Background: an optimization exercise with open tools, aiming at small area. Do not read the settings as production practice. Where RTL was checked, it was by simulation tests only, not by an equivalence proof against the original. No driver is modelled on the clock port, so clocking that relies on it looks cheaper here than on a real chip.

==> module video_timing, before the edit <==
module video_timing (
  input wire clk_100mhz,
  input wire sys_rst,
  output logic [10:0] hpos,
  output logic [9:0] ypos,
  output logic hsync_d,
  output logic vsync_d,
  output logic active_d,
  output logic new_frame
);
  localparam int H_TOTAL  = 1280 + 110 + 40 + 220;
  localparam int V_TOTAL  = 720 + 5 + 5 + 20;
  localparam int HS_START = 1280 + 110;
  localparam int HS_END   = HS_START + 40;
  localparam int LAT      = 3;
  function automatic [9:0] yv(input int v);
    yv = 10'(720 - v);
  endfunction
  function automatic [10:0] inc11(input logic [10:0] v);
    logic c;
    c = 1'b1;
    for (int i = 0; i < 11; i++) begin
      inc11[i] = v[i] ^ c;
      c = c & v[i];
    end
  endfunction
  function automatic [9:0] dec10(input logic [9:0] v);
    logic b;
    b = 1'b1;
    for (int i = 0; i < 10; i++) begin
      dec10[i] = v[i] ^ b;
      b = b & ~v[i];
    end
  endfunction
  logic h_last, y_last, y_blank;
  assign h_last = (hpos == 11'(H_TOTAL));
  assign y_last = (ypos == yv(V_TOTAL - 1));
  localparam logic [10:0] H_RST = 11'd1;
  localparam logic [9:0]  Y_RST = yv(0);
  logic [10:0] hpos_q;
  logic [9:0]  ypos_q;
  assign hpos = hpos_q ^ H_RST;
  assign ypos = ypos_q ^ Y_RST;
  always_ff @(posedge clk_100mhz) begin
    if (sys_rst) begin
      hpos_q <= '0;
      ypos_q <= '0;
    end else if (h_last) begin
      hpos_q <= '0;
      ypos_q <= y_last ? 10'd0 : (dec10(ypos) ^ Y_RST);
    end else begin
      hpos_q <= inc11(hpos) ^ H_RST;
    end
  end
  assign y_blank = (ypos == 10'd0) || (&ypos[9:5]);
  logic h_ge_lat;
  assign h_ge_lat  = (hpos >= 11'(LAT + 1));
  assign hsync_d   = (hpos >= 11'(HS_START + LAT + 1)) && (hpos < 11'(HS_END + LAT + 1));
  assign active_d  = h_ge_lat && (hpos < 11'(1280 + LAT + 1)) && !y_blank;
  assign vsync_d   = h_ge_lat
                   ? ((ypos >= yv(720 + 5 + 5 - 1)) && (ypos <= yv(720 + 5)))
                   : ((ypos >= yv(720 + 5 + 5)) && (ypos <= yv(720 + 5 + 1)));
  always_ff @(posedge clk_100mhz) begin
    new_frame <= !sys_rst && (hpos == 11'(1280)) && (ypos == yv(720));
  end
endmodule
Settings: LEC_CHECK=0, CAP_MARGIN=10, CORE_MARGIN=2, CORE_UTILIZATION=78, CTS_BUF_LIST=sky130_fd_sc_hd__clkbuf_8, GPL_TIMING_DRIVEN=0, PLACE_DENSITY=0.88, SETUP_SLACK_MARGIN=0.8, SLEW_MARGIN=10; clock period 13.4 ns.
standard.sh (not shown) runs the stock make flow with config.mk's settings and CLKGATE_MAP_FILE= SYNTH_SCRIPT=/design/flow/synth_recipe.tcl, a recipe that flattens the netlist after the stock synthesis.
==> flow/flow/run.sh <==
#!/bin/bash
# The standard layout (standard.sh) with these changes:
#  - synthesis maps the logic with an area-oriented ABC script (flow/abc_area.script) in
#    place of ORFS's speed script; the rest of the synthesis script is ORFS's, unchanged,
#    so the registers are those of the standard synthesis
#  - after synthesis, full adders are flipped where that saves inverters (a full adder
#    with all inputs and outputs inverted is the same adder: flow/polfix.py); the result
#    is kept only if a SAT miter proves it equal to the synthesized netlist
#    (flow/check_equiv.sh); flip-flops are not touched
#  - port buffers are sky130_fd_sc_hd__buf_1 instead of the resizer's default pick
#  - the buffers ABC put in are removed at floorplan (repair_design re-buffers as needed)
#  - clock tree synthesis inserts no dummy loads, and clock buffers driving 16 or more
#    flip-flops are then swapped for clkbuf_16 (flow/post_cts.tcl) to keep clock slew low
set -euo pipefail
here=$PWD
res="$here/orfs/results/sky130hd/car_video_top/base"
rm -rf "$here/scripts_synth"
cp -r "$FLOW_HOME/scripts" "$here/scripts_synth"
cp "$here/flow/abc_area.script" "$here/scripts_synth/abc_speed.script"
SCRIPTS_DIR="$here/scripts_synth" bash standard.sh "$res/1_2_yosys.v" > synth.log 2>&1
cp "$res/1_2_yosys.v" "$here/yosys_abc.v"
if python3 "$here/flow/polfix.py" "$here/yosys_abc.v" "$here/yosys_polfix.v" > polfix.log 2>&1 &&
   bash "$here/flow/check_equiv.sh" "$here/yosys_abc.v" "$here/yosys_polfix.v" > check_equiv.log 2>&1; then
  echo "polarity fix proven equal; using it" >> polfix.log
  cp "$here/yosys_polfix.v" "$res/1_2_yosys.v"
else
  echo "polarity fix not used" >> polfix.log
fi
export BUFFER_PORTS_ARGS="-buffer_cell sky130_fd_sc_hd__buf_1"
export REMOVE_ABC_BUFFERS=1
export CTS_ARGS="-sink_clustering_enable -repair_clock_nets -dont_use_dummy_load -buf_list sky130_fd_sc_hd__clkbuf_8"
export POST_CTS_TCL="$here/flow/post_cts.tcl"
bash standard.sh > standard.log 2>&1
Other scripts of this flow, unchanged in this note and not shown: flow/flow/abc_area.script, flow/flow/check_equiv.sh, flow/flow/cutff.py, flow/flow/fa_models.v, flow/flow/polfix.py, flow/flow/post_cts.tcl
Then changed:
--- a/flow/design.v
+++ b/flow/design.v
@@ -66,27 +66,21 @@
       b = b & ~v[i];
     end
   endfunction
   logic h_last, y_last, y_blank;
   assign h_last = (hpos == 11'(H_TOTAL));
   assign y_last = (ypos == yv(V_TOTAL - 1));
-  localparam logic [10:0] H_RST = 11'd1;
-  localparam logic [9:0]  Y_RST = yv(0);
-  logic [10:0] hpos_q;
-  logic [9:0]  ypos_q;
-  assign hpos = hpos_q ^ H_RST;
-  assign ypos = ypos_q ^ Y_RST;
   always_ff @(posedge clk_100mhz) begin
     if (sys_rst) begin
-      hpos_q <= '0;
-      ypos_q <= '0;
+      hpos <= 11'd1;
+      ypos <= yv(0);
     end else if (h_last) begin
-      hpos_q <= '0;
-      ypos_q <= y_last ? 10'd0 : (dec10(ypos) ^ Y_RST);
+      hpos <= 11'd1;
+      ypos <= y_last ? yv(0) : dec10(ypos);
     end else begin
-      hpos_q <= inc11(hpos) ^ H_RST;
+      hpos <= inc11(hpos);
     end
   end
   assign y_blank = (ypos == 10'd0) || (&ypos[9:5]);
   logic h_ge_lat;
   assign h_ge_lat  = (hpos >= 11'(LAT + 1));
   assign hsync_d   = (hpos >= 11'(HS_START + LAT + 1)) && (hpos < 11'(HS_END + LAT + 1));
Result: The new run went through all stages and came out clean. Worst hold slack improved by 0.027 ns. Die area goes down by 0.76%. Design area goes down by 0.74%. Worst setup slack improved by 0.081 ns. Global-route usage goes down by 2.6 points. Via count goes down by 5.0%. Cell count goes down by 1.4%. Fmax goes up by 0.67%. Non-clock buffer count goes up by 2. Core utilization goes up by 1.7 points.
Function not checked in the first run of this note: the RTL went through the layout flow alone.

==> separate check: timing with driven ports <==
No port has a modelled driver above. Below, the same layouts with a new extraction and two added sets of constraints.
Step 1: set_driving_cell puts a clkbuf_16 on clk_100mhz and a buf_2 on each other input, an assumption about the parent block.
Step 2 times the ports against the registers' clock, not the clock port: input delays grow and output delays shrink by t, the midpoint of the rising clock arrivals with the driver on.
a / b / c = ideal / step 1 / step 2; a / b = the first two.
run	t, ns	setup WS [ns]	worst setup path at the end
the first run	0.440	1.139 / 1.139 / 1.072	input to register
the second run	0.444	1.220 / 1.220 / 1.220	register to register
After both steps every run listed still meets setup and hold. The setup slack of the first run, which loses most, moves by 0.000 ns with the drivers and by -0.067 ns with both steps.
